Context: an optimization exercise on an open-source flow, tuned for small area and a short achievable clock period. The choices shown serve that exercise and are no tape-out recipe.
RTL that was checked went through simulation tests only; none was proved equivalent to the original.
The RTL of runs 2 to 5 was laid out without a check of its function.
Power figures rest on the tool's default switching activity, not on a simulated workload.

## flow/design.v

```verilog
package message_extractor_pkg;
    typedef logic [63:0]  beat_t;        
    typedef logic [2:0]   empty_t;       
    typedef logic [255:0] msg_data_t;
    typedef logic [31:0]  byte_mask_t;   
    typedef logic [15:0]  msg_len_t;     
    typedef enum logic [1:0] {
        BYTE_SKIP = 2'd0,                
        BYTE_CUR  = 2'd1,                
        BYTE_NEXT = 2'd2                 
    } byte_class_e;
    typedef logic [15:0] beat_class_t;
endpackage
`timescale 1ns/1ps
module message_extractor (
    input  logic                              clk,
    input  logic                              reset_n,
    input  logic                              in_valid,
    input  logic                              in_startofpacket,
    input  logic                              in_endofpacket,
    input  message_extractor_pkg::beat_t      in_data,
    input  message_extractor_pkg::empty_t     in_empty,
    output logic                              out_valid,
    output message_extractor_pkg::msg_data_t  out_data,
    output message_extractor_pkg::byte_mask_t out_bytemask
);
    logic        pkt_active;         
    logic [15:0] cnt;                
    logic [5:0]  pay;                
    logic        pend;               
    logic        hdr_fresh;          
    logic [2:0]  lp;
    logic [5:0]  len_q;              
    logic [2:0]  d_q;                
    logic [63:0]  raw1;              
    logic [55:0]  raw2;              
    logic [127:0] acc;               
    logic        accept;
    logic        first_beat;
    assign first_beat = !pkt_active;
    assign accept     = in_valid && (in_startofpacket == first_beat);
    logic [7:0]  len_byte;
    logic [5:0]  len_eff;
    logic [2:0]  d_eff;
    logic [5:0]  p_eff;              
    logic        cnt_nz;
    logic        more_msgs;
    assign len_byte  = raw1[8*(7-lp) +: 8];
    assign cnt_nz    = |cnt;
    assign more_msgs = |cnt[15:1];
    assign len_eff   = hdr_fresh ? len_byte[5:0] : len_q;
    assign d_eff     = hdr_fresh ? 3'(3'd7 - lp - len_byte[2:0]) : d_q;
    always_comb begin
        if (!hdr_fresh)
            p_eff = pay;
        else if (cnt_nz)
            p_eff = len_byte[5:0] + {3'd0, lp} - 6'd7;
        else
            p_eff = '0;
    end
    logic        ends;
    logic [2:0]  e;
    logic        msg_done;
    assign ends     = (p_eff != '0) && (p_eff <= 6'd8);
    assign e        = 3'(p_eff - 6'd1);
    assign msg_done = accept && !first_beat && ends &&
                      (!in_endofpacket || (in_empty <= ~e));
    logic [15:0] n_cnt;
    logic [5:0]  n_pay;
    logic        n_pend;
    logic        n_hdr;
    logic [2:0]  n_lp;
    always_comb begin
        n_cnt  = cnt;
        n_pay  = '0;
        n_pend = 1'b0;
        n_hdr  = 1'b0;
        n_lp   = lp;
        if (p_eff > 6'd8) begin
            n_pay = p_eff - 6'd8;
        end else if (pend) begin
            n_hdr = 1'b1;
            n_lp  = 3'd0;
            n_cnt = cnt - 16'd1;
        end else if (more_msgs) begin
            if (p_eff <= 6'd6) begin
                n_hdr = 1'b1;
                n_lp  = 3'(p_eff + 6'd1);
                n_cnt = cnt - 16'd1;
            end else if (p_eff == 6'd7) begin
                n_pend = 1'b1;
            end
        end
    end
    always_ff @(posedge clk) begin
        if (!reset_n) begin
            pkt_active <= 1'b0;
        end else if (accept) begin
            pkt_active <= !in_endofpacket;
        end
    end
    always_ff @(posedge clk) begin
        if (accept) begin
            len_q <= len_eff;
            d_q   <= d_eff;
            if (first_beat) begin
                cnt       <= in_data[63:48];
                pay       <= '0;
                pend      <= 1'b0;
                hdr_fresh <= 1'b1;
                lp        <= 3'd3;
            end else begin
                cnt       <= n_cnt;
                pay       <= n_pay;
                pend      <= n_pend;
                hdr_fresh <= n_hdr;
                lp        <= n_lp;
            end
        end
    end
    logic [63:0] v_prev;
    logic [63:0] v_cur;
    assign v_prev = 64'({raw2, raw1} >> {d_eff, 3'b000});
    assign v_cur  = 64'({raw1[55:0], in_data} >> {d_eff, 3'b000});
    always_ff @(posedge clk) begin
        if (accept) begin
            raw1 <= in_data;
            raw2 <= raw1[55:0];
            acc  <= {acc[63:0], v_prev};
        end
    end
    logic [31:0]  mask;
    logic [255:0] data_mask;
    always_comb begin
        for (int k = 0; k < 32; k++) begin
            mask[k]              = (6'(k) < len_eff);
            data_mask[8*k +: 8]  = {8{mask[k]}};
        end
    end
    always_ff @(posedge clk) begin
        if (!reset_n) begin
            out_valid    <= 1'b0;
            out_data     <= '0;
            out_bytemask <= '0;
        end else begin
            out_valid <= msg_done;
            if (msg_done) begin
                out_data     <= {acc, v_prev, v_cur} & data_mask;
                out_bytemask <= mask;
            end
        end
    end
endmodule
```

## flow/run.sh

```bash
#!/bin/bash
# synth_recipe.tcl (not shown) runs the flow's synth.tcl, then flattens the netlist and writes it again
# the make line also repeats each setting of config.mk as NAME=value (left out here)
make -C /OpenROAD-flow-scripts/flow DESIGN_CONFIG=/design/flow/config.mk WORK_HOME=/design/flow/orfs CLKGATE_MAP_FILE= SYNTH_SCRIPT=/design/flow/synth_recipe.tcl finish
```

## flow/config.mk

```make
export PLATFORM = sky130hd
export DESIGN_NAME = message_extractor
export DESIGN_NICKNAME = message_extractor
export VERILOG_FILES = /design/flow/design.v
export SDC_FILE = /design/flow/constraint.sdc
export NUM_CORES = 4
export LEC_CHECK = 0
export CAP_MARGIN = 20
export CORE_MARGIN = 2
export CORE_UTILIZATION = 30
export SLEW_MARGIN = 20
```

## flow/constraint.sdc

```tcl
create_clock -name core_clock -period 18.0 [get_ports {clk}]
set_input_delay 3.6000 -clock core_clock [delete_from_list [all_inputs] [get_ports {clk}]]
set_output_delay 3.6000 -clock core_clock [all_outputs]
set_load 0.01 [all_outputs]
```

==> impl_metrics.json, run 1 <==
{
  "status": "no timing/DRC/antenna violations",
  "drt_wl_total_mm": 91.7,
  "r2r_cells": 19,
  "grt_pass1_wl_mm": 129,
  "clk_path_buf_depth": 3,
  "hp-start": "acc[3]",
  "cp.required_ns": 18.53,
  "fin_crit_ns": 7.28,
  "endpoint_kind": "register",
  "syn_to_final_growth_pct": 25.8,
  "holdBufCountCts": 0,
  "timing.critical_path.slowest_stage_cell": "buf_4",
  "cp_common_cell": "buf_4",
  "worstPathCellList": "clkdlybuf4s50_1 > xor2_1 > and2_4 > nand3_1 > a21oi_1 > o2111ai_4 > buf_4 > buf_4 > buf_4 > nand3_1 > o41ai_2",
  "fin_worst_skew_ns": 0.0256,
  "synth_edf_count": 284,
  "whs_ns": 0.440,
  "arrival_ns": 7.81,
  "insertion_delay_ns": 0.66,
  "crit_path_max_fanout": 109,
  "synth_nets": 2480,
  "rsz0062_at_grt": "no",
  "vias": 19865,
  "leakagePower_nw": 12.3,
  "die_w_um": 296,
  "routedWlPerCell_um": 23.8,
  "coreArea_um2": 84900,
  "gr-usage-all-layers_pct": 20.2,
  "cp.buffers_inverters": 4,
  "cap_violations": 0,
  "critPathTopFamily": "buffers and inverters",
  "ys.flop_type": "dfxtp_1",
  "clk_pin_slew_ns": 0.06,
  "design.die.area_um2": 87600,
  "drt_iter0_drc": 2237,
  "grt_max_degree": 143,
  "setup_tns_ns": 0,
  "ys_types": 63,
  "tightestPinTransition_ns": 1.13,
  "row_count": 107,
  "hold_path_class": "reg2reg",
  "syn_area_um2": 25600,
  "peakVddDrop_mv": 0.0811,
  "layout_common_cells": "clkdlybuf4s50_1 (359), nand2_1 (356), nand3_1 (320), dfxtp_1 (290), edfxtp_1 (284)",
  "antenna_left": 0,
  "grt_remaining_overflow": 0,
  "post_cts_buffers": 0,
  "min_to": "acc[67]",
  "r2r_start": "lp[1]",
  "drc_errors": 0,
  "synthCells": 2392,
  "dp_cells": 3737,
  "finalCritPeriodShare_pct": 40.4,
  "cts_tree": "yes",
  "grt_pass1_vias": 18222,
  "die_height_um": 296,
  "ys_ff_latch": 574,
  "start_kind": "input pin",
  "start_util_pct": 30.1,
  "setup_viol": 0,
  "synth.avg_cell_area_um2": 10.7,
  "first_pass_iters": 6,
  "cts.sinks": 574,
  "cts-resized-gates": 0,
  "reg2reg_to": "out_data[58]",
  "slew_headroom_pct": 25.0,
  "hpwl_mm": 67.8,
  "critPathKind": "in2reg",
  "finalHoldViolations": 0,
  "power.density_nw_per_um2": 111,
  "ctsHtreeMaxLevel": 2,
  "port_buffers": 360,
  "synth_warnings": 1,
  "cts_buffers": 61,
  "clockRootBuffer": "clkbuf_16",
  "ys_seq_area_share_pct": 56.0,
  "layout-drive-gt1-share_pct": 7.83,
  "grt_antenna_before_repair": 3,
  "fin_cells": 3853,
  "synthArstFlopShare_pct": 0,
  "layout_commonest_cell": "clkdlybuf4s50_1",
  "layout.nets": 2744,
  "rrSetupSlack_ns": 10.92,
  "slew_violations": 0,
  "via_per_inst": 5.16,
  "globalplace.congestion": 0.849,
  "io_pins": 361,
  "fill_cells": 8413,
  "whs_path_depth": 0,
  "fmax_ghz": 0.137,
  "cpPeakStageDelay_ns": 0.89
}
power by group:
part           total [W]  internal (W)  switching (W)
sequential       0.00151       0.00147      0.0000420
combinational   0.000771      0.000225       0.000546
clock            0.00129      0.000746       0.000541
total            0.00357       0.00244        0.00113
cell type report:
type / instances / area (um^2) / share of cell area [%]
well taps: 1144 / 1430 / 4.45
multi-input cells: 1608 / 10400 / 32.4
diodes: 1 / 2.50 / 0.00778
clock buffers: 94 / 1830 / 5.70
clock inverters: 21 / 214 / 0.665
repair buffers: 386 / 3840 / 11.9
inverters: 25 / 96.3 / 0.299
flip-flops and latches: 574 / 14300 / 44.6
cell families (layout without fill, tap and decap cells):
group           after synthesis  in the layout  synth area share [%]
compound gates              395            395                  11.5
xor+xnor                     21             21                 0.719
fa+ha+maj                    16             16                 0.842
buf+inv                     210            526                  3.50
flops                       574            574                  56.0
mux                         287            287                  11.8
other cells                   0              1                     0
simple gates                889            889                  15.7
cell usage after synthesis, drive strengths merged (7+ instances only):
library cell / number / area [um^2]
and2: 16 / 100
o21ai: 88 / 440
clkbuf: 77 / 289
o41ai: 34 / 470
a22o: 41 / 359
a21o: 8 / 60.1
dfxtp: 290 / 5810
nand2b: 31 / 194
xnor2: 13 / 114
a211oi: 29 / 255
nand3: 320 / 1600
mux2i: 273 / 2740
a21oi: 92 / 494
and3: 18 / 113
a311oi: 8 / 70.1
edfxtp: 284 / 8530
o31ai: 49 / 368
nor2: 120 / 458
a31o: 25 / 219
ha: 14 / 175
mux4: 10 / 233
inv: 25 / 93.8
buf: 108 / 512
xor2: 8 / 70.1
nor3: 7 / 35.0
nand2: 356 / 1340
per-layer routing:
layer	vias up	wire [um]	GRT usage (%)
met4	0	3110	6.63
met3	118	6840	4.02
met5	-	0	0
met2	832	41100	30.9
li1	9269	-	-
met1	9646	40700	28.5
worst max path at each step:
stage | from | end | cells past startpoint
after CTS | in_startofpacket | out_data[58] | 11
after global placement | in_empty[1] | out_data[59] | 13
after detailed placement | in_startofpacket | out_data[58] | 11
final | in_startofpacket | out_data[58] | 11
after floorplan | in_startofpacket | out_data[192] | 9
after global routing | lp[1] | out_data[58] | 20
sequential cells by signal, indices dropped and copies added (netlist names):
| register | cells |
|---|---|
| acc | 128 |
| cnt | 16 |
| d_q | 3 |
| hdr_fresh | 1 |
| len_q | 6 |
| lp | 3 |
| out_bytemask | 32 |
| out_data | 256 |
| out_valid | 1 |
| pay | 6 |
| pend | 1 |
| pkt_active | 1 |
| raw1 | 64 |
| raw2 | 56 |
stage by stage:
step | util (%) | worst slack [ns] | total power (W) | area [um^2]
after floorplan | - | 6.61 | 0.00199 | 25600
after global placement | 35.5 | 10.20 | 0.00229 | 30100
after detailed placement | 35.5 | 10.13 | 0.00230 | 30100
after CTS | 37.9 | 10.80 | 0.00358 | 32200
after global routing | 37.9 | 10.38 | 0.00369 | 32200
final | 37.9 | 10.72 | 0.00357 | 32200
==> run 2: changes to the inputs <==
--- a/flow/design.v
+++ b/flow/design.v
@@ -133,7 +133,7 @@
     logic [255:0] data_mask;
     always_comb begin
         for (int k = 0; k < 32; k++) begin
-            mask[k]              = (6'(k) < len_eff);
+            mask[k]              = (k < 8) || (6'(k) < len_eff);
             data_mask[8*k +: 8]  = {8{mask[k]}};
         end
     end
==> flow/flow/run.sh (new file) <==
#!/bin/bash
# Standard ORFS layout, with a setup margin for repair_timing (pushes paths well
# below the 18 ns clock) and minimum-size port buffers.
set -euo pipefail
bash standard.sh "SETUP_SLACK_MARGIN=11" "BUFFER_PORTS_ARGS=-buffer_cell sky130_fd_sc_hd__buf_1" finish > make_flow.log 2>&1
==> flow/standard.sh (new file) <==
#!/bin/bash
# synth_recipe.tcl (not shown) runs the flow's synth.tcl, then flattens the netlist and writes it again
# the make line also repeats each setting of config.mk as NAME=value (left out here)
make -C /OpenROAD-flow-scripts/flow DESIGN_CONFIG=/design/flow/config.mk WORK_HOME=/design/flow/orfs CLKGATE_MAP_FILE= SYNTH_SCRIPT=/design/flow/synth_recipe.tcl "${@:-finish}"
removed: flow/run.sh
==> impl_metrics.json, run 2 <==
{
  "rrSetupSlack_ns": 11.31,
  "cap_violations": 0,
  "io_pins": 361,
  "grt_pass1_wl_mm": 124,
  "design.die.area_um2": 86300,
  "cts.sinks": 567,
  "row_count": 106,
  "globalplace.congestion": 0.833,
  "synth_edf_count": 284,
  "grt_max_degree": 149,
  "swShare_pct": 31.5,
  "synthArstFlopShare_pct": 0,
  "start_util_pct": 30.2,
  "synth_warnings": 1,
  "fin_crit_ns": 6.69,
  "drc_errors": 0,
  "tightestPinTransition_ns": 1.14,
  "ys_ff_latch": 567,
  "yosys.area.top_type": "edfxtp_1",
  "clockRootBuffer": "clkbuf_16",
  "r2r_cells": 20,
  "setup_tns_ns": 0,
  "slew_violations": 0,
  "crit_path_max_fanout": 84,
  "crit_start": "lp[2]",
  "cp.required_ns": 18.55,
  "rsz0062_at_grt": "no",
  "port_buffers": 360,
  "setup_viol": 0,
  "synth.avg_cell_area_um2": 12.2,
  "clock_power_share_pct": 37.6,
  "endpoint_kind": "register",
  "first_pass_iters": 5,
  "slew_headroom_pct": 24.3,
  "fin_worst_skew_ns": 0.0246,
  "vias": 18907,
  "ys_types": 64,
  "routedWlPerCell_um": 24.9,
  "drt_wl_total_mm": 86.6,
  "whs_path_depth": 0,
  "largest_reg_flops": 256,
  "yosys-top-cells-area": "edfxtp_1 (34%), dfxtp_1 (22%), mux2i_1 (9.1%), a32o_1 (5.8%), mux4_2 (5.2%)",
  "antenna_left": 0,
  "ys_seq_area_share_pct": 56.4,
  "start_kind": "register",
  "yosysTopAreaCellShare_pct": 33.9,
  "finalCritPeriodShare_pct": 37.2,
  "hold_path_class": "reg2reg",
  "syn_area_um2": 25200,
  "grt_remaining_overflow": 0,
  "hpwl_mm": 61.8,
  "synth_nets": 2145,
  "finalHoldViolations": 0,
  "gr-usage-all-layers_pct": 19.5,
  "fmax_ghz": 0.149,
  "top_register": "out_data",
  "clk_path_buf_depth": 3,
  "hp-start": "acc[31]",
  "cts_tree": "yes",
  "multiInputGateArea_um2": 10000,
  "fill_cells": 8296,
  "synthCells": 2057,
  "p_switching_w": 0.00114,
  "arrival_ns": 7.24,
  "critPathKind": "reg2reg",
  "layout_common_cells": "buf_1 (360), edfxtp_1 (284), dfxtp_1 (283), nand2_1 (273), mux2i_1 (227)",
  "synth.most_common_cell": "edfxtp_1",
  "die_w_um": 294,
  "ys.flop_type": "edfxtp_1",
  "layout-drive-gt1-share_pct": 9.92,
  "min_to": "acc[95]",
  "peakVddDrop_mv": 0.0633,
  "leakagePower_nw": 10.5,
  "r2r_start": "lp[2]",
  "grt_antenna_before_repair": 7,
  "syn_to_final_growth_pct": 17.4,
  "power.density_nw_per_um2": 123,
  "insertion_delay_ns": 0.61,
  "clk_pin_slew_ns": 0.06,
  "seqPwrFrac_pct": 41.0,
  "seq_area_um2": 14200,
  "via_per_inst": 5.44,
  "holdBufCountCts": 0,
  "ctsHtreeMaxLevel": 3,
  "reg_top3": "out_data x256, acc x128, raw1 x64",
  "status": "no timing/DRC/antenna violations",
  "layout.nets": 2426,
  "coreArea_um2": 83400,
  "layout_commonest_cell": "buf_1",
  "grt_pass1_vias": 17682,
  "drt_iter0_drc": 1899,
  "synth_common_cells": "edfxtp_1 (284), dfxtp_1 (283), nand2_1 (273)",
  "cts_buffers": 67,
  "internal_power_w": 0.00249,
  "post_cts_buffers": 0,
  "die_height_um": 294,
  "post-route-util_pct": 35.5,
  "reg2reg_to": "out_data[160]",
  "p_comb_share_pct": 21.4
}
## run 2: cell count changes after synthesis, sizes merged, moves of 34 or more
cell | before | now
nand3 | 320 | 32
a32o | 0 | 147
nand2 | 356 | 273
a31oi | 3 | 74
o21ai | 88 | 20
a21oi | 92 | 40
a311oi | 8 | 57
mux4 | 10 | 58
mux2i | 273 | 229
o41ai | 34 | 0
## run 2: layout make-up
| type | count | share of cell area (%) |
|---|---|---|
| clock inverter | 33 | 1.26 |
| sequential | 567 | 48.0 |
| inverter | 43 | 0.563 |
| tap | 1080 | 4.57 |
| antenna | 4 | 0.0338 |
| clock buffer | 88 | 6.18 |
| timing repair buffer | 394 | 5.50 |
| multi-input combinational | 1265 | 33.9 |
## run 2: worst max-delay path, stage by stage, from the launching register on
cell and delay, ns:
edfxtp_1 0.77, mux4_2 0.41, mux2i_1 0.53, ha_1 0.31, fa_1 0.46, nor2_1 0.12, a21oi_1 0.08, ha_1 0.36
inv_1 0.05, ha_1 0.28, nor2b_1 0.13, o21a_1 0.16, o211ai_1 0.15, and3_1 0.28, and3_2 0.21, buf_4 0.67
nand4_1 0.17, buf_4 0.27, clkinv_2 0.25, buf_6 0.55, a32o_1 0.28
## run 2: metrics by stage
step                      power (W)  cells  hold slack, ns  setup WS (ns)  area, um^2
final                       0.00363   3474           0.447          11.31       29600
after global routing        0.00378   3474           0.456          11.03       29600
after CTS                   0.00366   3470           0.449          11.04       29600
after detailed placement    0.00229   3349           0.434          10.45       27400
after global placement      0.00229   3349           0.435          10.48       27400
after floorplan             0.00200   2057           0.426          10.91       25300
## run 2: worst max-delay path by stage
| stage | slack, ns | to | cells past startpoint |
|---|---|---|---|
| 3_3_place_gp | 10.48 | out_data[168] | 13 |
| 5_1_grt | 11.03 | out_data[232] | 19 |
| 3_5_place_dp | 10.45 | out_data[160] | 13 |
| 4_1_cts | 11.04 | out_data[160] | 19 |
| 2_1_floorplan | 10.91 | out_data[107] | 9 |
| 6_report | 11.31 | out_data[160] | 20 |
## run 2: kinds of logic after synthesis
family / count (synthesis) / synth area share [%]
flops: 567 / 56.4
compound gates: 444 / 14.5
buf+inv: 225 / 4.10
mux: 305 / 15.2
fa+ha+maj: 16 / 0.855
xor+xnor: 19 / 0.661
simple gates: 481 / 8.35
## run 2: metal layers
metal,wire length (um),vias up,GRT usage (%)
met5,0,-,0
met4,2870,0,7.13
met3,7420,115,5.18
met2,37700,825,28.7
met1,38500,9428,27.4
li1,-,8539,-
## run 2: power groups by stage
stage                     Sequential, W  Clock [W]  Combinational [W]
final                           0.00149    0.00137           0.000776
after global routing            0.00150    0.00145           0.000839
after CTS                       0.00149    0.00139           0.000779
after detailed placement        0.00152          0           0.000777
after global placement          0.00152          0           0.000775
after floorplan                 0.00150          0           0.000500
## run 2: repair_timing
action,CTS,global route
hold endpoints to repair,0,0
gates resized for setup,0,1
endpoints found under the setup margin,0,84
==> run 3: changes to the inputs <==
==> flow/flow/run.sh (replaced) <==
#!/bin/bash
# Standard ORFS layout, with a setup margin for repair_timing (pushes paths well
# below the 18 ns clock) and minimum-size port buffers.
set -euo pipefail
bash standard.sh "SETUP_SLACK_MARGIN=12.5" "BUFFER_PORTS_ARGS=-buffer_cell sky130_fd_sc_hd__buf_1" finish > make_flow.log 2>&1
==> impl_metrics.json, run 3 <==
{
  "slew_violations": 0,
  "synth-compound-area-share_pct": 14.5,
  "gr-usage-all-layers_pct": 20.4,
  "status": "no timing/DRC/antenna violations",
  "coreArea_um2": 83400,
  "crit_path_max_fanout": 18,
  "design.die.area_um2": 86300,
  "clk_pin_slew_ns": 0.07,
  "largest_reg_flops": 256,
  "start_util_pct": 30.2,
  "ys_ff_latch": 567,
  "ys_types": 64,
  "vias": 19312,
  "ys.flop_type": "edfxtp_1",
  "globalplace.congestion": 0.833,
  "holdBufCountCts": 0,
  "critPathKind": "in2reg",
  "syn_area_um2": 25200,
  "synth.most_common_cell": "edfxtp_1",
  "row_count": 106,
  "fin_crit_ns": 5.48,
  "io_pins": 361,
  "cts_tree": "yes",
  "via_per_inst": 5.51,
  "synth_top_family_by_area": "multiplexers",
  "routedWlPerCell_um": 26.0,
  "cts.sinks": 567,
  "layout-drive-gt1-share_pct": 11.5,
  "synthCells": 2057,
  "finalCritPeriodShare_pct": 30.4,
  "synth_edf_count": 284,
  "start_kind": "input pin",
  "port_buffers": 360,
  "drt_iter0_drc": 1749,
  "setup_tns_ns": 0,
  "ctsHtreeMaxLevel": 3,
  "endpoint_kind": "register",
  "fin_worst_skew_ns": 0.0223,
  "antenna_left": 0,
  "hold_path_class": "reg2reg",
  "cap_violations": 0,
  "first_pass_iters": 5,
  "fmax_ghz": 0.183,
  "reg_top3": "out_data x256, acc x128, raw1 x64",
  "synth_nets": 2145,
  "synth-xor-area-share_pct": 0.661,
  "die_w_um": 294,
  "slew_headroom_pct": 21.0,
  "clk_path_buf_depth": 3,
  "synth_common_cells": "edfxtp_1 (284), dfxtp_1 (283), nand2_1 (273)",
  "grt_pass1_wl_mm": 128,
  "insertion_delay_ns": 0.60,
  "finalHoldViolations": 0,
  "leakagePower_nw": 10.8,
  "hpwl_mm": 62.8,
  "drt_wl_total_mm": 91.1,
  "tightestPinTransition_ns": 1.19,
  "setup_ws_ns": 12.52,
  "synth_warnings": 1,
  "synth_mux_area_share_pct": 15.2,
  "drc_errors": 0,
  "grt_remaining_overflow": 0,
  "synth-adder-area-share_pct": 0.854,
  "grt_max_degree": 85,
  "yosys-top-cells-area": "edfxtp_1 (34%), dfxtp_1 (22%), mux2i_1 (9.1%), a32o_1 (5.8%), mux4_2 (5.2%)",
  "top_register": "out_data",
  "peakVddDrop_mv": 0.0718,
  "setup_viol": 0,
  "layout_commonest_cell": "buf_1",
  "synthArstFlopShare_pct": 0,
  "dp_slack_ns": 10.49,
  "post-route-util_pct": 36.3,
  "layout.nets": 2456,
  "yosysTopAreaCellShare_pct": 33.9,
  "synth_simple_gate_area_share_pct": 8.35,
  "syn_to_final_growth_pct": 20.3,
  "grt_antenna_before_repair": 5,
  "layout_common_cells": "buf_1 (360), edfxtp_1 (284), dfxtp_1 (283), nand2_1 (273), mux2i_1 (225)",
  "rsz0062_at_grt": "yes",
  "clockRootBuffer": "clkbuf_16",
  "grt_pass1_vias": 17945,
  "power.density_nw_per_um2": 122,
  "cts_buffers": 66,
  "cp.required_ns": 18.42,
  "yosys.area.top_type": "edfxtp_1",
  "die_height_um": 294,
  "arrival_ns": 5.90,
  "synth.avg_cell_area_um2": 12.2,
  "ys_seq_area_share_pct": 56.4
}
## run 3: cell types whose count changed in the layout (fill, tap and decap cells not counted), sizes merged
cell / change
buf: +21
bufbuf: +3
clkbuf: +3
and2: +2
clkinvlp: -2
nand3: +2
a31oi: +1
bufinv: +1
clkinv: -1
## run 3: final timing paths
check,from,endpoint,slack [ns],cells after the start
max,in_empty[1],out_data[57],12.52,12
min,acc[19],acc[83],0.45,0
max reg2reg,lp[0],out_data[57],12.77,17
min reg2reg,acc[19],acc[83],0.45,0
## run 3: timing repair
action / in CTS / in global routing
gates cloned: 11 / 2
pin swaps: 6 / 4
endpoints found under the setup margin: 430 / 322
gates resized for setup: 44 / 15
setup buffers: 12 / 5
## run 3: layout make-up
class / count / area, um^2
Timing Repair Buffer: 419 / 2120
Inverter: 43 / 195
Clock buffer: 90 / 1880
Sequential cell: 567 / 14200
Tap cell: 1080 / 1350
Fill cell: 8280 / 53100
Multi-Input combinational cell: 1270 / 10100
Clock inverter: 30 / 389
Antenna cell: 4 / 10.0
Timing Repair inverter: 1 / 11.3
## run 3: cell families (layout without fill, tap and decap cells)
kind of cell	Yosys count	count (layout)
AOI/OAI and AO/OA	444	445
xor gates and xnor gates	19	19
adders and majority gates	16	16
buffers and inverters	225	583
DFF	567	567
muxes	305	305
other	0	4
and+or+nand+nor	481	485
## run 3: worst max-delay path, cell delays in order
cell	delay, ns
buf_1	0.07
ha_1	0.29
nor2b_1	0.14
o21a_1	0.16
o211ai_1	0.26
and3_4	0.26
buf_4	0.12
nand3_4	0.12
nor3_4	0.18
buf_4	0.21
bufbuf_16	0.37
a311oi_1	0.11
## run 3: per-stage QoR
stage               power (W)  cells  area [um^2]  hold WS, ns
floorplan             0.00201   2057        25400        0.426
global placement      0.00229   3350        27400        0.431
detailed placement    0.00230   3350        27400        0.432
CTS                   0.00370   3493        30100        0.447
global route          0.00383   3501        30300        0.463
finish                0.00369   3504        30300        0.450
## run 3: report_power, final
part           total, W  internal (W)  switching, W
clock           0.00140      0.000840      0.000555
sequential      0.00149       0.00145     0.0000403
combinational  0.000802      0.000239      0.000562
total           0.00369       0.00253       0.00116
## run 3: metal layers
metal  vias to the layer above  global-route usage [%]  share of wire [%]  wire length [um]
met5                         -                       0                  0                 0
met4                         0                    6.01                2.5              2310
met3                        85                    4.35                8.7              7890
met2                       883                    31.4                 45             41300
met1                      9722                    28.6                 44             39600
li1                       8622                       -                  -                 -
==> run 4: changes to the inputs <==
--- a/flow/design.v
+++ b/flow/design.v
@@ -30,6 +30,7 @@
     logic        pend;               
     logic        hdr_fresh;          
     logic [2:0]  lp;
+    logic [5:0]  len_r;
     logic [5:0]  len_q;              
     logic [2:0]  d_q;                
     logic [63:0]  raw1;              
@@ -39,32 +40,27 @@
     logic        first_beat;
     assign first_beat = !pkt_active;
     assign accept     = in_valid && (in_startofpacket == first_beat);
-    logic [7:0]  len_byte;
     logic [5:0]  len_eff;
     logic [2:0]  d_eff;
     logic [5:0]  p_eff;              
-    logic        cnt_nz;
     logic        more_msgs;
-    assign len_byte  = raw1[8*(7-lp) +: 8];
-    assign cnt_nz    = |cnt;
     assign more_msgs = |cnt[15:1];
-    assign len_eff   = hdr_fresh ? len_byte[5:0] : len_q;
-    assign d_eff     = hdr_fresh ? 3'(3'd7 - lp - len_byte[2:0]) : d_q;
-    always_comb begin
-        if (!hdr_fresh)
-            p_eff = pay;
-        else if (cnt_nz)
-            p_eff = len_byte[5:0] + {3'd0, lp} - 6'd7;
-        else
-            p_eff = '0;
-    end
+    assign len_eff   = hdr_fresh ? len_r : len_q;
+    assign d_eff     = hdr_fresh ? 3'(3'd7 - lp - len_r[2:0]) : d_q;
+    assign p_eff     = hdr_fresh ? 6'(len_r + {3'd0, lp} - 6'd7) : pay;
     logic        ends;
     logic [2:0]  e;
+    logic [7:0]  end_ok;
     logic        msg_done;
-    assign ends     = (p_eff != '0) && (p_eff <= 6'd8);
-    assign e        = 3'(p_eff - 6'd1);
-    assign msg_done = accept && !first_beat && ends &&
-                      (!in_endofpacket || (in_empty <= ~e));
+    assign ends = (p_eff != '0) && (p_eff <= 6'd8);
+    assign e    = 3'(p_eff - 6'd1);
+    always_comb begin
+        for (int k = 0; k < 8; k++) begin
+            end_ok[k] = (4'(k) + {1'b0, e}) <= 4'd7;
+        end
+    end
+    assign msg_done = in_valid && !in_startofpacket && pkt_active && ends &&
+                      (!in_endofpacket || end_ok[in_empty]);
     logic [15:0] n_cnt;
     logic [5:0]  n_pay;
     logic        n_pend;
@@ -107,14 +103,16 @@
                 cnt       <= in_data[63:48];
                 pay       <= '0;
                 pend      <= 1'b0;
-                hdr_fresh <= 1'b1;
+                hdr_fresh <= |in_data[63:48];
                 lp        <= 3'd3;
+                len_r     <= in_data[37:32];
             end else begin
                 cnt       <= n_cnt;
                 pay       <= n_pay;
                 pend      <= n_pend;
                 hdr_fresh <= n_hdr;
                 lp        <= n_lp;
+                len_r     <= 6'(in_data[8*(7-n_lp) +: 8]);
             end
         end
     end
==> flow/flow/run.sh (replaced) <==
#!/bin/bash
# Standard ORFS layout, with a setup margin for repair_timing (pushes paths well
# below the 18 ns clock) and minimum-size port buffers.
set -euo pipefail
bash standard.sh "SETUP_SLACK_MARGIN=13" "BUFFER_PORTS_ARGS=-buffer_cell sky130_fd_sc_hd__buf_1" finish > make_flow.log 2>&1
==> impl_metrics.json, run 4 <==
{
  "status": "no timing/DRC/antenna violations",
  "hold_path_class": "reg2reg",
  "arrival_ns": 5.67,
  "port_buffers": 360,
  "layout_common_cells": "nand2_1 (468), buf_1 (358), edfxtp_1 (290), dfxtp_1 (283), mux2i_1 (245)",
  "peakVddDrop_mv": 0.0593,
  "synth.avg_cell_area_um2": 10.7,
  "yosysTopAreaCellShare_pct": 33.6,
  "ys.flop_type": "edfxtp_1",
  "power.density_nw_per_um2": 111,
  "tightestPinTransition_ns": 0.987,
  "crit_start": "in_empty[0]",
  "top_register": "out_data",
  "r2r_start": "len_r[0]",
  "cts.sinks": 573,
  "ys_types": 72,
  "reg_top3": "out_data x256, acc x128, raw1 x64",
  "grt_remaining_overflow": 0,
  "first_pass_iters": 5,
  "fin_worst_skew_ns": 0.0368,
  "layout.nets": 2881,
  "setup_tns_ns": 0,
  "clk_path_buf_depth": 3,
  "drc_errors": 0,
  "cap_violations": 0,
  "fmax_ghz": 0.195,
  "setup_viol": 0,
  "synth_common_cells": "nand2_1 (470), edfxtp_1 (290), dfxtp_1 (283)",
  "endpoint_kind": "register",
  "drt_iter0_drc": 1922,
  "finalCritPeriodShare_pct": 28.4,
  "layout-drive-gt1-share_pct": 12.2,
  "cts_buffers": 67,
  "syn_area_um2": 25900,
  "synth_warnings": 1,
  "coreArea_um2": 85400,
  "clk_pin_slew_ns": 0.06,
  "row_count": 107,
  "yosys-top-cells-area": "edfxtp_1 (34%), dfxtp_1 (22%), mux2i_1 (9.5%), nand2_1 (6.8%), nor2b_1 (2.7%)",
  "synthCells": 2433,
  "crit_path_max_fanout": 7,
  "holdBufCountCts": 0,
  "stdcell_area_um2": 32300,
  "post-route-util_pct": 37.9,
  "synth.most_common_cell": "nand2_1",
  "slew_headroom_pct": 33.8,
  "wl_met1_mm": 42.8,
  "layout_commonest_cell": "nand2_1",
  "leakagePower_nw": 12.6,
  "finalHoldViolations": 0,
  "drt_wl_total_mm": 99.0,
  "gr-usage-all-layers_pct": 21.1,
  "rsz0062_at_grt": "yes",
  "dr_wl_met2_mm": 46.4,
  "die_height_um": 298,
  "slew_violations": 0,
  "synth_edf_count": 290,
  "hp-start": "acc[20]",
  "synthArstFlopShare_pct": 0,
  "insertion_delay_ns": 0.64,
  "vias": 20631,
  "fin_crit_ns": 5.12,
  "grt_max_degree": 201,
  "critPathKind": "in2reg",
  "cp.required_ns": 18.55,
  "top_layer": "met5",
  "routedWlPerCell_um": 24.8,
  "grt_antenna_before_repair": 11,
  "cts_tree": "yes",
  "ys_ff_latch": 573,
  "design.die.area_um2": 88800,
  "via_per_inst": 5.16,
  "ctsHtreeMaxLevel": 3,
  "place_area_um2": 28400,
  "die_w_um": 298,
  "largest_reg_flops": 256,
  "grt_pass1_wl_mm": 138,
  "io_pins": 361,
  "syn_to_final_growth_pct": 24.6,
  "start_util_pct": 30.4,
  "start_kind": "input pin",
  "clockRootBuffer": "clkbuf_16",
  "hpwl_mm": 67.9,
  "antenna_left": 0,
  "grt_pass1_vias": 19119,
  "power_w": 0.00359,
  "wl_met3_mm": 7.37,
  "globalplace.congestion": 0.892,
  "ys_seq_area_share_pct": 55.4,
  "yosys.area.top_type": "edfxtp_1",
  "synth_nets": 2523
}
==> run 4: changes by cell type after synthesis, moves of 49 or more <==
cell      delta
nand2_1    +197
a32o_1     -145
nor2b_1    +106
a22oi_1     +80
a31oi_1     -69
o211a_1     +67
nand3_1     +63
mux4_2      -58
a21boi_0    +56
a21oi_1     +52
a311oi_1    -49
==> run 4: through the flow <==
step / worst slack [ns] / std cells / hold slack, ns
final: 12.88 / 3997 / 0.429
after global routing: 12.87 / 3994 / 0.445
after CTS: 12.93 / 3958 / 0.432
after detailed placement: 10.97 / 3788 / 0.432
after global placement: 10.98 / 3788 / 0.436
after floorplan: 10.53 / 2433 / 0.426
==> run 4: cell type report <==
cell class                 instances  area, um^2
multi-input combinational       1666       11200
timing repair buffer             457        2950
inverter                          26         106
tap                             1144        1430
fill                            8578       53100
antenna                            7        17.5
clock inverter                    35         422
sequential                       573       14400
clock buffer                      89        1860
==> run 4: what timing repair did <==
action,CTS,global route
setup buffers,30,23
cloned,16,9
endpoints found under the setup margin,502,340
pin swaps,18,14
resized for setup,59,43
==> run 4: report_power, final <==
part / switching, W / leakage (nW) / internal, W / total [W]
Combinational: 0.000462 / 6.48 / 0.000200 / 0.000661
Clock: 0.000583 / 1.12 / 0.000827 / 0.00141
Sequential: 0.0000471 / 5.00 / 0.00147 / 0.00152
==> run 4: cells by family (layout without fill, tap and decap cells) <==
kind of cell,Yosys count,after routing,share of synthesized area [%]
AND/OR/NAND/NOR,899,900,15.7
flip-flops,573,573,55.4
AO/OA/AOI/OAI,471,474,14.0
multiplexers,256,256,9.93
buffers and inverters,198,607,3.44
adder cells (fa/ha/maj),18,18,0.926
XOR/XNOR,18,18,0.608
other,0,7,0
==> run 4: worst max-delay path: stages <==
cell and delay, ns:
buf_8 0.10, o21ai_4 0.13, a21oi_2 0.07, o22ai_2 0.21, a21boi_4 0.09, or4b_4 0.61
o21bai_4 0.27, or3_4 0.44, a21boi_1 0.13
==> run 4: path summary, 6_finish.rpt <==
check	end	slack [ns]	cells past startpoint
max reg2reg	out_data[103]	13.16	12
min reg2reg	acc[84]	0.43	0
max	out_data[102]	12.88	9
min	acc[84]	0.43	0
==> run 4: metal layers <==
layer	track usage (%)	vias up
met3	3.91	101
met5	0	-
met2	33.9	885
met4	6.53	4
li1	-	9467
met1	28.6	10174
==> run 5: changes to the inputs <==
==> flow/flow/run.sh (replaced) <==
#!/bin/bash
# Standard ORFS layout, with a setup margin for repair_timing (pushes paths well
# below the 18 ns clock) and minimum-size port buffers.
set -euo pipefail
bash standard.sh "SETUP_SLACK_MARGIN=13" "BUFFER_PORTS_ARGS=-buffer_cell sky130_fd_sc_hd__buf_1" "CTS_BUF_LIST=sky130_fd_sc_hd__clkbuf_4 sky130_fd_sc_hd__clkbuf_8" finish > make_flow.log 2>&1
==> impl_metrics.json, run 5 <==
{
  "synth.avg_cell_area_um2": 10.7,
  "start_kind": "input pin",
  "hpwl_mm": 67.9,
  "coreArea_um2": 85400,
  "ctsHtreeMaxLevel": 3,
  "drt_iter0_drc": 1743,
  "synth_nets": 2523,
  "wl_met1_mm": 42.2,
  "dr_wl_met2_mm": 44.8,
  "grt_remaining_overflow": 0,
  "synth_mux_area_share_pct": 9.93,
  "synth_top_family_by_area": "simple AND/OR/NAND/NOR gates",
  "wl_met3_mm": 7.20,
  "critPathTopFamily": "simple AND/OR/NAND/NOR gates",
  "fin_crit_ns": 5.04,
  "cp.required_ns": 18.64,
  "ys_ff_latch": 573,
  "synth_edf_count": 290,
  "cpPeakStageDelay_ns": 0.64,
  "fill_cells": 8684,
  "stdcell_area_um2": 31300,
  "grt_pass1_vias": 19242,
  "internal_power_w": 0.00240,
  "synth-adder-area-share_pct": 0.926,
  "top_register": "out_data",
  "vias": 20479,
  "tightestPinTransition_ns": 1.00,
  "top_layer": "met5",
  "layout_commonest_cell": "nand2_1",
  "crit_path_max_fanout": 6,
  "clock_power_share_pct": 37.6,
  "seq_area_um2": 14400,
  "peakVddDrop_mv": 0.0553,
  "status": "no timing/DRC/antenna violations",
  "synth_simple_gate_area_share_pct": 15.7,
  "timing.critical_path.slowest_stage_cell": "or4b_4",
  "multiInputGateArea_um2": 11000,
  "synth_warnings": 1,
  "p_comb_share_pct": 18.6,
  "swShare_pct": 30.7,
  "die_w_um": 298,
  "post-route-util_pct": 36.6,
  "synth.most_common_cell": "nand2_1",
  "setup_viol": 0,
  "synthArstFlopShare_pct": 0,
  "cts.sinks": 573,
  "synth-compound-area-share_pct": 14.0,
  "cp.buffers_inverters": 1,
  "finalHoldViolations": 0,
  "grt_max_degree": 201,
  "synth-xor-area-share_pct": 0.608,
  "layout_common_cells": "nand2_1 (470), buf_1 (356), edfxtp_1 (290), dfxtp_1 (281), mux2i_1 (245)",
  "slew_headroom_pct": 32.7,
  "via_per_inst": 5.11,
  "ys_types": 72,
  "fmax_ghz": 0.198,
  "routedWlPerCell_um": 24.2,
  "design.die.area_um2": 88800,
  "insertion_delay_ns": 0.72,
  "reg_top3": "out_data x256, acc x128, raw1 x64",
  "yosysTopAreaCellShare_pct": 33.6,
  "grt_pass1_wl_mm": 137,
  "cts_tree": "yes",
  "row_count": 107,
  "port_buffers": 360,
  "synth_common_cells": "nand2_1 (470), edfxtp_1 (290), dfxtp_1 (283)",
  "largest_reg_flops": 256,
  "critPathKind": "in2reg",
  "yosys.area.top_type": "edfxtp_1",
  "antenna_left": 0,
  "hold_path_class": "reg2reg",
  "cts_buffers": 99,
  "layout-drive-gt1-share_pct": 12.1,
  "ys.flop_type": "edfxtp_1",
  "fin_worst_skew_ns": 0.0531,
  "leakagePower_nw": 12.2,
  "place_area_um2": 28400,
  "setup_tns_ns": 0,
  "p_switching_w": 0.00106,
  "clk_path_buf_depth": 3,
  "start_util_pct": 30.4,
  "gr-usage-all-layers_pct": 20.9,
  "first_pass_iters": 6,
  "grt_antenna_before_repair": 12,
  "ys_seq_area_share_pct": 55.4,
  "clk_pin_slew_ns": 0.06,
  "clockRootBuffer": "clkbuf_8",
  "arrival_ns": 5.68,
  "holdBufCountCts": 0,
  "drc_errors": 0,
  "seqPwrFrac_pct": 43.8,
  "power.density_nw_per_um2": 111,
  "rsz0062_at_grt": "yes",
  "die_height_um": 298,
  "worstPathCellList": "buf_1 > nand3b_1 > a41o_4 > or4b_4 > o21bai_4 > or3_4 > a21boi_1",
  "syn_area_um2": 25900,
  "endpoint_kind": "register",
  "io_pins": 361,
  "finalCritPeriodShare_pct": 28.0,
  "synthCells": 2433,
  "slew_violations": 0,
  "drt_wl_total_mm": 96.9,
  "syn_to_final_growth_pct": 20.7,
  "cap_violations": 0,
  "yosys-top-cells-area": "edfxtp_1 (34%), dfxtp_1 (22%), mux2i_1 (9.5%), nand2_1 (6.8%), nor2b_1 (2.7%)",
  "layout.nets": 2865,
  "globalplace.congestion": 0.892
}
==> run 5: cell counts after synthesis <==
Identical to the previous run, type by type.
==> run 5: final timing paths <==
| path | from | end | slack, ns | cells after the start |
|---|---|---|---|---|
| setup / recovery | in_startofpacket | out_data[102] | 12.96 | 7 |
| hold / removal | acc[20] | acc[84] | 0.43 | 0 |
| setup reg to reg | len_r[0] | out_data[103] | 13.22 | 12 |
| hold reg to reg | acc[20] | acc[84] | 0.43 | 0 |
==> run 5: cell families (layout without fill, tap and decap cells) <==
logic type | count (synthesis) | after routing
fa+ha+maj | 18 | 18
flops | 573 | 573
other cells | 0 | 6
buf+inv | 198 | 622
xor+xnor | 18 | 18
simple gates | 899 | 900
compound gates | 471 | 473
mux | 256 | 256
==> run 5: layout make-up <==
type	instances	share of cell area, %
Sequential cell	573	45.9
Multi-Input combinational cell	1665	35.2
Timing Repair Buffer	410	6.89
Clock buffer	156	6.04
Tap cell	1144	4.57
Clock inverter	30	0.959
Inverter	26	0.340
Antenna cell	6	0.0480
==> run 5: through the flow <==
| stage | total power [W] | hold slack, ns | std cells | worst slack [ns] |
|---|---|---|---|---|
| after floorplan | 0.00193 | 0.426 | 2433 | 10.53 |
| after global placement | 0.00216 | 0.436 | 3788 | 10.98 |
| after CTS | 0.00348 | 0.422 | 3995 | 13.00 |
| final | 0.00346 | 0.432 | 4010 | 12.96 |
| after detailed placement | 0.00216 | 0.432 | 3788 | 10.97 |
| after global routing | 0.00360 | 0.438 | 4009 | 12.98 |
==> run 5: per-layer routing <==
layer	up-vias	GRT usage, %
li1	9441	-
met4	8	6.33
met5	-	0
met1	10028	28.2
met2	867	33.4
met3	135	4.45
==> run 5: worst register-to-register path: stages (launching register included) <==
cell,delay (ns)
edfxtp_1,0.54
ha_1,0.27
fa_1,0.43
a21o_1,0.18
buf_4,0.29
inv_6,0.40
buf_8,0.58
buf_6,0.69
mux2i_1,0.22
mux2i_1,0.44
nor2_1,0.12
or3_4,0.47
a21boi_1,0.13
==> run 5: power by group through the flow <==
stage / Clock (W) / Combinational (W) / Sequential (W)
2_1_floorplan: 0 / 0.000411 / 0.00152
3_3_place_gp: 0 / 0.000622 / 0.00154
3_5_place_dp: 0 / 0.000621 / 0.00154
4_1_cts: 0.00133 / 0.000632 / 0.00152
5_1_grt: 0.00139 / 0.000691 / 0.00152
6_report: 0.00130 / 0.000644 / 0.00152
==> run 5: timing repair <==
item / 4_1_cts / 5_1_grt
pin swaps: 6 / 3
buffers inserted: 13 / 5
endpoints found under the setup margin: 493 / 278
gates resized for setup: 43 / 14
gates cloned: 8 / 4
==> run 6: changes to the inputs <==
--- a/flow/design.v
+++ b/flow/design.v
@@ -30,9 +30,7 @@
     logic        pend;               
     logic        hdr_fresh;          
     logic [2:0]  lp;
-    logic [5:0]  len_r;
     logic [5:0]  len_q;              
-    logic [2:0]  d_q;                
     logic [63:0]  raw1;              
     logic [55:0]  raw2;              
     logic [127:0] acc;               
@@ -45,9 +43,9 @@
     logic [5:0]  p_eff;              
     logic        more_msgs;
     assign more_msgs = |cnt[15:1];
-    assign len_eff   = hdr_fresh ? len_r : len_q;
-    assign d_eff     = hdr_fresh ? 3'(3'd7 - lp - len_r[2:0]) : d_q;
-    assign p_eff     = hdr_fresh ? 6'(len_r + {3'd0, lp} - 6'd7) : pay;
+    assign len_eff   = hdr_fresh ? pay : len_q;
+    assign p_eff     = hdr_fresh ? 6'(pay + {3'd0, lp} - 6'd7) : pay;
+    assign d_eff     = 3'(-p_eff[2:0]);
     logic        ends;
     logic [2:0]  e;
     logic [7:0]  end_ok;
@@ -98,21 +96,18 @@
     always_ff @(posedge clk) begin
         if (accept) begin
             len_q <= len_eff;
-            d_q   <= d_eff;
             if (first_beat) begin
                 cnt       <= in_data[63:48];
-                pay       <= '0;
+                pay       <= (|in_data[63:48]) ? in_data[37:32] : 6'd0;
                 pend      <= 1'b0;
                 hdr_fresh <= |in_data[63:48];
                 lp        <= 3'd3;
-                len_r     <= in_data[37:32];
             end else begin
                 cnt       <= n_cnt;
-                pay       <= n_pay;
+                pay       <= n_hdr ? 6'(in_data[8*(7-n_lp) +: 8]) : n_pay;
                 pend      <= n_pend;
                 hdr_fresh <= n_hdr;
                 lp        <= n_lp;
-                len_r     <= 6'(in_data[8*(7-n_lp) +: 8]);
             end
         end
     end
==> impl_metrics.json, run 6 <==
{
  "status": "no timing/DRC/antenna violations",
  "cts_buffers": 95,
  "cp.required_ns": 18.55,
  "synth-compound-area-share_pct": 11.3,
  "critPathKind": "in2reg",
  "slew_headroom_pct": 24.4,
  "coreArea_um2": 82100,
  "dp_slack_ns": 11.17,
  "synthArstFlopShare_pct": 0,
  "start_util_pct": 30.3,
  "ys.flop_type": "dfxtp_1",
  "cp_common_cell": "buf_4",
  "yosysTopAreaCellShare_pct": 33.9,
  "multiInputGateArea_um2": 10400,
  "crit_path_max_fanout": 20,
  "power_w": 0.00345,
  "clockRootBuffer": "clkbuf_8",
  "setup_viol": 0,
  "cts.sinks": 564,
  "slew_violations": 0,
  "arrival_ns": 5.61,
  "via_per_inst": 5.22,
  "layout.nets": 2526,
  "layout_common_cells": "mux2i_1 (371), buf_1 (356), nor2_1 (285), edfxtp_1 (281), dfxtp_1 (280)",
  "routedWlPerCell_um": 25.7,
  "top_layer": "met4",
  "cp.buffers_inverters": 7,
  "synth_edf_count": 281,
  "ctsHtreeMaxLevel": 3,
  "layout-drive-gt1-share_pct": 15.3,
  "drc_errors": 0,
  "syn_area_um2": 24900,
  "globalplace.congestion": 0.892,
  "synth_common_cells": "mux2i_1 (372), nor2_1 (285), dfxtp_1 (283)",
  "clk_path_buf_depth": 3,
  "hold_path_class": "reg2reg",
  "finalCritPeriodShare_pct": 28.1,
  "antenna_cells": 0,
  "largest_reg_flops": 256,
  "io_pins": 361,
  "fin_worst_skew_ns": 0.0350,
  "ys_types": 68,
  "worstPathCellList": "clkbuf_2 > nand2_1 > a311oi_4 > buf_6 > o211ai_1 > buf_4 > buf_4 > buf_4 > buf_4 > clkbuf_16 > a22oi_1 > nor2_1",
  "tightestPinTransition_ns": 1.13,
  "die_height_um": 292,
  "peakVddDrop_mv": 0.0522,
  "synth_top_family_by_area": "multiplexers",
  "row_count": 105,
  "finalHoldViolations": 0,
  "ys_ff_latch": 564,
  "vias": 18750,
  "power.density_nw_per_um2": 115,
  "cpPeakStageDelay_ns": 0.30,
  "hpwl_mm": 63.3,
  "insertion_delay_ns": 0.70,
  "port_buffers": 360,
  "endpoint_kind": "register",
  "start_kind": "input pin",
  "grt_remaining_overflow": 0,
  "grt_max_degree": 149,
  "top_register": "out_data",
  "fmax_ghz": 0.198,
  "drt_wl_total_mm": 92.2,
  "setup_ws_ns": 12.94,
  "gr-usage-all-layers_pct": 20.4,
  "clk_pin_slew_ns": 0.06,
  "setup_tns_ns": 0,
  "yosys.area.top_type": "edfxtp_1",
  "synth-adder-area-share_pct": 0.633,
  "die_w_um": 292,
  "synth_simple_gate_area_share_pct": 8.43,
  "fin_crit_ns": 5.06,
  "grt_pass1_vias": 18319,
  "synth_warnings": 1,
  "seq_area_um2": 14100,
  "synthCells": 2077,
  "synth.avg_cell_area_um2": 12.0,
  "cap_violations": 0,
  "timing.critical_path.slowest_stage_cell": "a311oi_4",
  "synth_mux_area_share_pct": 19.6,
  "synth.most_common_cell": "mux2i_1",
  "drt_iter0_drc": 1466,
  "dr_wl_met2_mm": 43.2,
  "wl_met3_mm": 5.73,
  "leakagePower_nw": 11.0,
  "design.die.area_um2": 85300,
  "reg_top3": "out_data x256, acc x128, raw1 x64",
  "synth-xor-area-share_pct": 0.633,
  "antenna_left": 0,
  "cts_tree": "yes",
  "grt_antenna_before_repair": 1,
  "wl_met1_mm": 40.4,
  "post-route-util_pct": 36.6,
  "grt_pass1_wl_mm": 129,
  "fill_cells": 8036,
  "synth_nets": 2161,
  "first_pass_iters": 5,
  "yosys-top-cells-area": "edfxtp_1 (34%), dfxtp_1 (23%), mux2i_1 (15%), a22oi_1 (5.1%), nor2_1 (4.3%)",
  "layout_commonest_cell": "mux2i_1",
  "critPathTopFamily": "buffers and inverters",
  "rsz0062_at_grt": "yes",
  "syn_to_final_growth_pct": 20.7,
  "ys_seq_area_share_pct": 56.6
}
## run 6: cell count changes in the layout (fill, tap and decap cells not counted), sizes merged, moves of 81 or more
cell,before,now
a21boi,87,2
a22oi,88,169
mux2i,246,372
nand2,470,88
nor2,129,290
nor2b,111,2
## run 6: cell families after synthesis
kind of cell | after synthesis
simple gates | 480
mux | 460
xor+xnor | 18
compound gates | 376
flops | 564
fa+ha+maj | 12
buf+inv | 167
## run 6: per-layer routing
layer / global-route usage [%] / vias to the layer above
met1: 27.5 / 9388
met2: 33.1 / 704
li1: - / 8524
met4: 6.39 / 0
met5: 0 / -
met3: 3.83 / 134
## run 6: final cells by class
type / instances / share of cell area [%]
inverters: 19 / 0.366
flip-flops and latches: 564 / 46.9
multi-input cells: 1349 / 34.6
well taps: 1070 / 4.45
repair inverters: 1 / 0.0375
repair buffers: 412 / 6.89
clock inverters: 35 / 1.07
clock buffers: 142 / 5.67
## run 6: timing repair
action | 4_1_cts | 5_1_grt
setup buffers | 8 | 11
cloned | 8 | 7
setup endpoints to repair | 577 | 325
resized for setup | 34 | 21
hold buffers | 0 | 0
pin swaps | 8 | 8
## run 6: final timing paths
path / cells after the start / slack (ns) / to / from
min reg2reg: 0 / 0.44 / acc[76] / acc[12]
min: 0 / 0.44 / acc[76] / acc[12]
max: 12 / 12.94 / out_data[211] / in_valid
max reg2reg: 20 / 13.21 / out_data[211] / pay[0]
## run 6: per-stage QoR
step | instances | cell area [um^2] | hold WS, ns
6_report | 3592 | 30100 | 0.442
4_1_cts | 3574 | 29700 | 0.441
5_1_grt | 3592 | 30100 | 0.458
3_5_place_dp | 3381 | 27300 | 0.434
2_1_floorplan | 2077 | 25300 | 0.427
3_3_place_gp | 3381 | 27300 | 0.433
## run 6: worst register-to-register path, stage by stage, from the launching register on
cell	delay (ns)
edfxtp_1	0.50
inv_1	0.08
ha_1	0.32
nand2b_2	0.30
nand2_8	0.43
inv_12	0.20
ha_1	0.35
ha_4	0.34
ha_1	0.15
nor2_1	0.08
a31oi_1	0.19
o211ai_1	0.13
a22oi_2	0.23
o211ai_1	0.14
buf_4	0.19
buf_4	0.13
buf_4	0.16
buf_4	0.21
clkbuf_16	0.24
a22oi_1	0.22
nor2_1	0.06
## run 6: report_power, final
part / internal [W] / switching [W] / total (W)
combinational: 0.000251 / 0.000496 / 0.000747
sequential: 0.00145 / 0.0000383 / 0.00149
clock: 0.000682 / 0.000537 / 0.00122
total: 0.00238 / 0.00107 / 0.00345
==> run 7: changes to the inputs <==
==> flow/flow/run.sh (replaced) <==
#!/bin/bash
# Standard ORFS layout, with a setup margin for repair_timing (pushes paths well
# below the 18 ns clock) and minimum-size port buffers.
set -euo pipefail
bash standard.sh "SETUP_SLACK_MARGIN=13" "BUFFER_PORTS_ARGS=-buffer_cell sky130_fd_sc_hd__buf_1" "CTS_ARGS=-sink_clustering_enable -repair_clock_nets -sink_clustering_size 24 -sink_clustering_max_diameter 120 -dont_use_dummy_load -buf_list {sky130_fd_sc_hd__clkbuf_8 sky130_fd_sc_hd__clkbuf_16}" "CORE_UTILIZATION=50" finish > make_flow.log 2>&1
==> impl_metrics.json, run 7 <==
{
  "finalHoldViolations": 0,
  "setup_tns_ns": 0,
  "antenna_cells": 0,
  "start_util_pct": 50.8,
  "seq_area_um2": 14100,
  "top_register": "out_data",
  "cts_tree": "yes",
  "grt_use_met3_pct": 3.15,
  "endpoint_kind": "register",
  "ys_ff_latch": 564,
  "synth_nets": 2161,
  "synthCells": 2077,
  "arrival_ns": 5.48,
  "clk_path_buf_depth": 3,
  "power.density_nw_per_um2": 99.6,
  "vias": 18355,
  "layout-drive-gt1-share_pct": 12.1,
  "start_kind": "input pin",
  "reg_top3": "out_data x256, acc x128, raw1 x64",
  "ys_types": 68,
  "fin_worst_skew_ns": 0.0786,
  "yosys-top-cells-area": "edfxtp_1 (34%), dfxtp_1 (23%), mux2i_1 (15%), a22oi_1 (5.1%), nor2_1 (4.3%)",
  "coreArea_um2": 49100,
  "setup_viol": 0,
  "grt_max_degree": 178,
  "via_per_inst": 6.00,
  "die_height_um": 227,
  "grt_remaining_overflow": 0,
  "yosys.area.top_type": "edfxtp_1",
  "row_count": 81,
  "grt_antenna_before_repair": 0,
  "crit_start": "in_empty[0]",
  "r2r_start": "pay[0]",
  "hold_path_class": "reg2reg",
  "post-route-util_pct": 58.6,
  "p_switching_w": 0.000890,
  "syn_to_final_growth_pct": 15.5,
  "largest_reg_flops": 256,
  "slew_violations": 0,
  "critPathKind": "in2reg",
  "yosysTopAreaCellShare_pct": 33.9,
  "grt_pass1_vias": 17091,
  "cts_buffers": 27,
  "internal_power_w": 0.00197,
  "fmax_ghz": 0.200,
  "clock_power_share_pct": 23.1,
  "gr-usage-all-layers_pct": 29.6,
  "globalplace.congestion": 0.875,
  "p_comb_share_pct": 24.9,
  "grtUsageMet2_pct": 47.3,
  "routedWlPerCell_um": 25.8,
  "port_buffers": 360,
  "layout.nets": 2481,
  "grt-busiest-layer": "met2",
  "synth.avg_cell_area_um2": 12.0,
  "io_pins": 361,
  "ys.flop_type": "dfxtp_1",
  "place_area_um2": 26800,
  "fill_cells": 4167,
  "layout_common_cells": "mux2i_1 (372), buf_1 (357), nor2_1 (285), dfxtp_1 (283), edfxtp_1 (281)",
  "leakagePower_nw": 10.5,
  "fin_crit_ns": 5.00,
  "swShare_pct": 31.1,
  "synth_warnings": 1,
  "syn_area_um2": 24900,
  "synth_edf_count": 281,
  "insertion_delay_ns": 0.62,
  "synth.most_common_cell": "mux2i_1",
  "ys_seq_area_share_pct": 56.6,
  "hpwl_mm": 53.7,
  "power_w": 0.00286,
  "hp-start": "acc[4]",
  "drc_errors": 0,
  "drt_iter0_drc": 1628,
  "stdcell_area_um2": 28800,
  "clk_pin_slew_ns": 0.10,
  "first_pass_iters": 5,
  "die_w_um": 227,
  "design.die.area_um2": 51600,
  "antenna_left": 0,
  "seqPwrFrac_pct": 52.0,
  "synth_common_cells": "mux2i_1 (372), nor2_1 (285), dfxtp_1 (283)",
  "ctsHtreeMaxLevel": 1,
  "tightestPinTransition_ns": 1.06,
  "layout_commonest_cell": "mux2i_1",
  "grt_pass1_wl_mm": 114,
  "cts.sinks": 564,
  "rsz0062_at_grt": "yes",
  "whs_ns": 0.417,
  "drt_wl_total_mm": 79.1,
  "finalCritPeriodShare_pct": 27.8,
  "grt_use_met1_pct": 44.2,
  "slew_headroom_pct": 29.4,
  "status": "no timing/DRC/antenna violations",
  "clockRootBuffer": "clkbuf_16",
  "cp.required_ns": 18.48,
  "multiInputGateArea_um2": 10500,
  "synthArstFlopShare_pct": 0,
  "cap_violations": 0,
  "crit_path_max_fanout": 10,
  "peakVddDrop_mv": 0.0721
}
run 7: final cells by class:
class                      instances  area share, %
sequential                       564           49.0
multi-input combinational       1349           36.6
timing repair buffer             436           8.84
tap                              664           2.89
clock buffer                      27           2.35
inverter                          19          0.309
run 7: cell families (layout without fill, tap and decap cells):
logic type / count (synthesis) / after routing / synth area share, %
fa+ha+maj: 12 / 12 / 0.633
compound gates: 376 / 377 / 11.3
mux: 460 / 460 / 19.6
flops: 564 / 564 / 56.6
buf+inv: 167 / 482 / 2.82
simple gates: 480 / 482 / 8.43
xor+xnor: 18 / 18 / 0.633
run 7: worst max-delay path, cell delays in order:
cell	delay (ns)
clkbuf_2	0.11
a31oi_4	0.08
o211ai_1	0.21
a22oi_2	0.13
o211ai_1	0.42
buf_4	0.24
buf_6	0.22
a21oi_4	0.05
buf_12	0.15
buf_4	0.14
a21oi_2	0.09
nor2_1	0.04
run 7: worst paths after layout:
kind	endpoint	cells past startpoint	slack, ns
setup / recovery	out_bytemask[8]	12	13.00
hold / removal	acc[68]	0	0.42
setup reg to reg	out_bytemask[8]	20	13.14
hold reg to reg	acc[68]	0	0.42
run 7: per-layer routing:
metal  share of wire (%)  vias up
li1                    -     8360
met1                  45     9201
met2                  47      724
met3                 6.4       70
met4                 1.8        0
met5                   0        -
run 7: power by group through the flow:
stage,combinational (W),sequential [W],clock (W)
after floorplan,0.000451,0.00150,0
after global placement,0.000670,0.00151,0
after detailed placement,0.000673,0.00152,0
after CTS,0.000695,0.00149,0.000674
after global routing,0.000746,0.00150,0.000715
final,0.000713,0.00149,0.000662
run 7: through the flow:
step                      cells  worst slack [ns]
after detailed placement   2977             11.07
after CTS                  3038             13.00
after global routing       3059             12.90
after global placement     2977             11.09
final                      3059             13.00
after floorplan            2077             10.59
run 7: repair_timing:
item / 4_1_cts / 5_1_grt
resized for setup: 57 / 32
hold buffers: 0 / 0
gates cloned: 15 / 5
setup buffers: 19 / 15
pin swaps: 12 / 5
endpoints found under the setup margin: 489 / 244
==> run 8: changes to the inputs <==
==> flow/flow/run.sh (replaced) <==
#!/bin/bash
# Standard ORFS layout, with a setup margin for repair_timing (pushes paths well
# below the 18 ns clock) and minimum-size port buffers.
set -euo pipefail
bash standard.sh "SETUP_SLACK_MARGIN=13.4" "BUFFER_PORTS_ARGS=-buffer_cell sky130_fd_sc_hd__buf_1" "CTS_ARGS=-sink_clustering_enable -repair_clock_nets -sink_clustering_size 24 -sink_clustering_max_diameter 120 -dont_use_dummy_load -buf_list {sky130_fd_sc_hd__clkbuf_8 sky130_fd_sc_hd__clkbuf_16}" finish > make_flow.log 2>&1
==> impl_metrics.json, run 8 <==
{
  "whs_ns": 0.434,
  "status": "no timing/DRC/antenna violations",
  "clk_pin_slew_ns": 0.10,
  "synth_top_family_by_area": "multiplexers",
  "drt_wl_total_mm": 103,
  "synth_simple_gate_area_share_pct": 8.43,
  "slew_headroom_pct": 30.9,
  "layout-drive-gt1-share_pct": 52.4,
  "fin_worst_skew_ns": 0.0414,
  "cts.sinks": 564,
  "io_pins": 361,
  "syn_area_um2": 24900,
  "dp_cells": 3379,
  "row_count": 105,
  "layout.nets": 2804,
  "synth_warnings": 1,
  "synthCells": 2077,
  "ctsHtreeMaxLevel": 1,
  "globalplace.congestion": 0.869,
  "tightestPinTransition_ns": 1.04,
  "start_util_pct": 30.3,
  "syn_to_final_growth_pct": 49.1,
  "finalCritPeriodShare_pct": 27.6,
  "worstPathCellList": "buf_6 > a31oi_4 > o211ai_1 > a22oi_2 > o211ai_1 > clkbuf_16 > buf_16 > buf_16 > a21oi_4 > clkbuf_16 > a22oi_2 > nor2_1",
  "ys_ff_latch": 564,
  "arrival_ns": 5.51,
  "cp.required_ns": 18.55,
  "top_register": "out_data",
  "crit_path_max_fanout": 8,
  "coreArea_um2": 82100,
  "clk_path_buf_depth": 3,
  "cap_violations": 0,
  "vias": 20335,
  "cts_buffers": 29,
  "seq_area_um2": 14500,
  "first_pass_iters": 5,
  "ys_seq_area_share_pct": 56.6,
  "cpPeakStageDelay_ns": 0.22,
  "synth_edf_count": 281,
  "grt_remaining_overflow": 0,
  "fmax_ghz": 0.202,
  "endpoint_kind": "register",
  "drc_errors": 0,
  "synth-adder-area-share_pct": 0.633,
  "drt_iter0_drc": 1626,
  "layout_common_cells": "mux2i_1 (371), buf_6 (307), edfxtp_1 (281), nor2_1 (259)",
  "synth_nets": 2161,
  "gr-usage-all-layers_pct": 22.3,
  "fin_cells": 3791,
  "clockRootBuffer": "clkbuf_16",
  "setup_viol": 0,
  "synth.most_common_cell": "mux2i_1",
  "yosysTopAreaCellShare_pct": 33.9,
  "rsz0062_at_grt": "yes",
  "start_kind": "input pin",
  "die_height_um": 292,
  "setup_ws_ns": 13.04,
  "setup_tns_ns": 0,
  "synth_mux_area_share_pct": 19.6,
  "design.die.area_um2": 85300,
  "insertion_delay_ns": 0.62,
  "cts_tree": "yes",
  "timing.critical_path.slowest_stage_cell": "clkbuf_16",
  "synth.avg_cell_area_um2": 12.0,
  "synthArstFlopShare_pct": 0,
  "port_buffers": 360,
  "fill_cells": 7093,
  "reg_top3": "out_data x256, acc x128, raw1 x64",
  "grt_pass1_vias": 19933,
  "fin_crit_ns": 4.96,
  "antenna_left": 0,
  "leakagePower_nw": 14.6,
  "finalHoldViolations": 0,
  "ys.flop_type": "dfxtp_1",
  "critPathKind": "in2reg",
  "slew_violations": 0,
  "peakVddDrop_mv": 0.0770,
  "synth-xor-area-share_pct": 0.633,
  "hpwl_mm": 61.3,
  "grt_antenna_before_repair": 9,
  "yosys.area.top_type": "edfxtp_1",
  "synth-compound-area-share_pct": 11.3,
  "dp_slack_ns": 11.49,
  "via_per_inst": 5.36,
  "routedWlPerCell_um": 27.2,
  "ys_types": 68,
  "multiInputGateArea_um2": 11900,
  "synth_common_cells": "mux2i_1 (372), nor2_1 (285), dfxtp_1 (283)",
  "power_w": 0.00300,
  "die_w_um": 292,
  "grt_max_degree": 117,
  "power.density_nw_per_um2": 80.7,
  "largest_reg_flops": 256,
  "grt_pass1_wl_mm": 141,
  "hold_path_class": "reg2reg",
  "yosys-top-cells-area": "edfxtp_1 (34%), dfxtp_1 (23%), mux2i_1 (15%), a22oi_1 (5.1%), nor2_1 (4.3%)",
  "layout_commonest_cell": "mux2i_1"
}
run 8: cell families (layout without fill, tap and decap cells):
kind of cell               Yosys count  in the layout
AOI/OAI and AO/OA                  376            381
xor gates and xnor gates            18             18
adders and majority gates           12             12
buffers and inverters              167            801
DFF                                564            564
muxes                              460            460
other                                0              3
and+or+nand+nor                    480            482
run 8: area by class of cell:
cell class / instances / area share, %
flip-flops and latches: 564 / 39.1
multi-input cells: 1353 / 31.9
repair buffers: 753 / 23.1
well taps: 1070 / 3.61
clock buffers: 29 / 1.96
inverters: 19 / 0.239
diodes: 3 / 0.0202
run 8: per-stage QoR:
stage | utilization [%] | cell area (um^2)
global placement | 33.7 | 27600
global route | 45.2 | 37100
CTS | 43.0 | 35300
finish | 45.2 | 37100
detailed placement | 33.7 | 27600
floorplan | - | 25800
run 8: layer usage:
metal	share of wire, %	GRT usage [%]	routed length [um]
met1	41	29.4	42100
met2	48	37.4	49600
met3	7.7	4.29	7910
met4	3.3	5.86	3360
met5	0.081	0	83
run 8: path summary, 6_finish.rpt:
path                                   from            end  slack (ns)  cells after the start
worst max-delay path            in_empty[1]  out_data[102]       13.04                     12
worst min-delay path                acc[10]        acc[74]        0.43                      0
worst max register to register        lp[0]  out_data[227]       13.24                     20
worst min register to register      acc[10]        acc[74]        0.43                      0
run 8: report_power, final:
part | switching, W | internal [W] | total [W]
Sequential | 0.0000447 | 0.00144 | 0.00149
Clock | 0.000423 | 0.000287 | 0.000710
Combinational | 0.000509 | 0.000289 | 0.000798
run 8: critical path, delay by kind of cell:
kind | cells | cell delay, ns
simple gates | 1 | 0.12
buf+inv | 5 | 0.85
compound gates | 6 | 0.92
run 8: repair_timing:
action                                 4_1_cts  5_1_grt
endpoints found under the hold margin        0        0
pin swaps                                   87       73
hold buffers                                 0        0
buffers inserted                           221       86
setup endpoints to repair                  891      683
gates cloned                                59       14
gates resized for setup                   1175      192

port drivers added, routing unchanged:
How much do the figures lean on ideal ports? The routed layouts below were timed once more, with nothing changed but the port constraints.
Step 1, drivers: a clkbuf_16 drives clk and a buf_2 each remaining input, both assumed.
Step 2 moves the port delays by t, midway between the first and last clock arrival at a register: inputs arrive t later, outputs are due t later. That takes back most of the time a late clock gives input paths.
a / b / c = ideal / step 1 / step 2; a / b = the first two.
run | t (ns) | setup slack, ns | worst setup path at the end
run 1 | 0.710 | 10.723 / 10.767 / 10.057 | input to register
run 2 | 0.657 | 11.309 / 11.309 / 10.695 | input to register
run 3 | 0.649 | 12.522 / 12.559 / 11.910 | input to register
run 4 | 0.688 | 12.882 / 12.903 / 12.215 | input to register
run 5 | 0.759 | 12.962 / 13.006 / 12.247 | input to register
run 6 | 0.738 | 12.943 / 12.918 / 12.180 | input to register
run 7 | 0.643 | 12.996 / 13.033 / 12.390 | input to register
run 8 | 0.660 | 13.037 / 13.063 / 12.403 | input to register
After both steps every run listed still meets setup and hold. The setup slack of run 6, which loses most, moves by -0.025 ns with the drivers and by -0.763 ns with both steps.
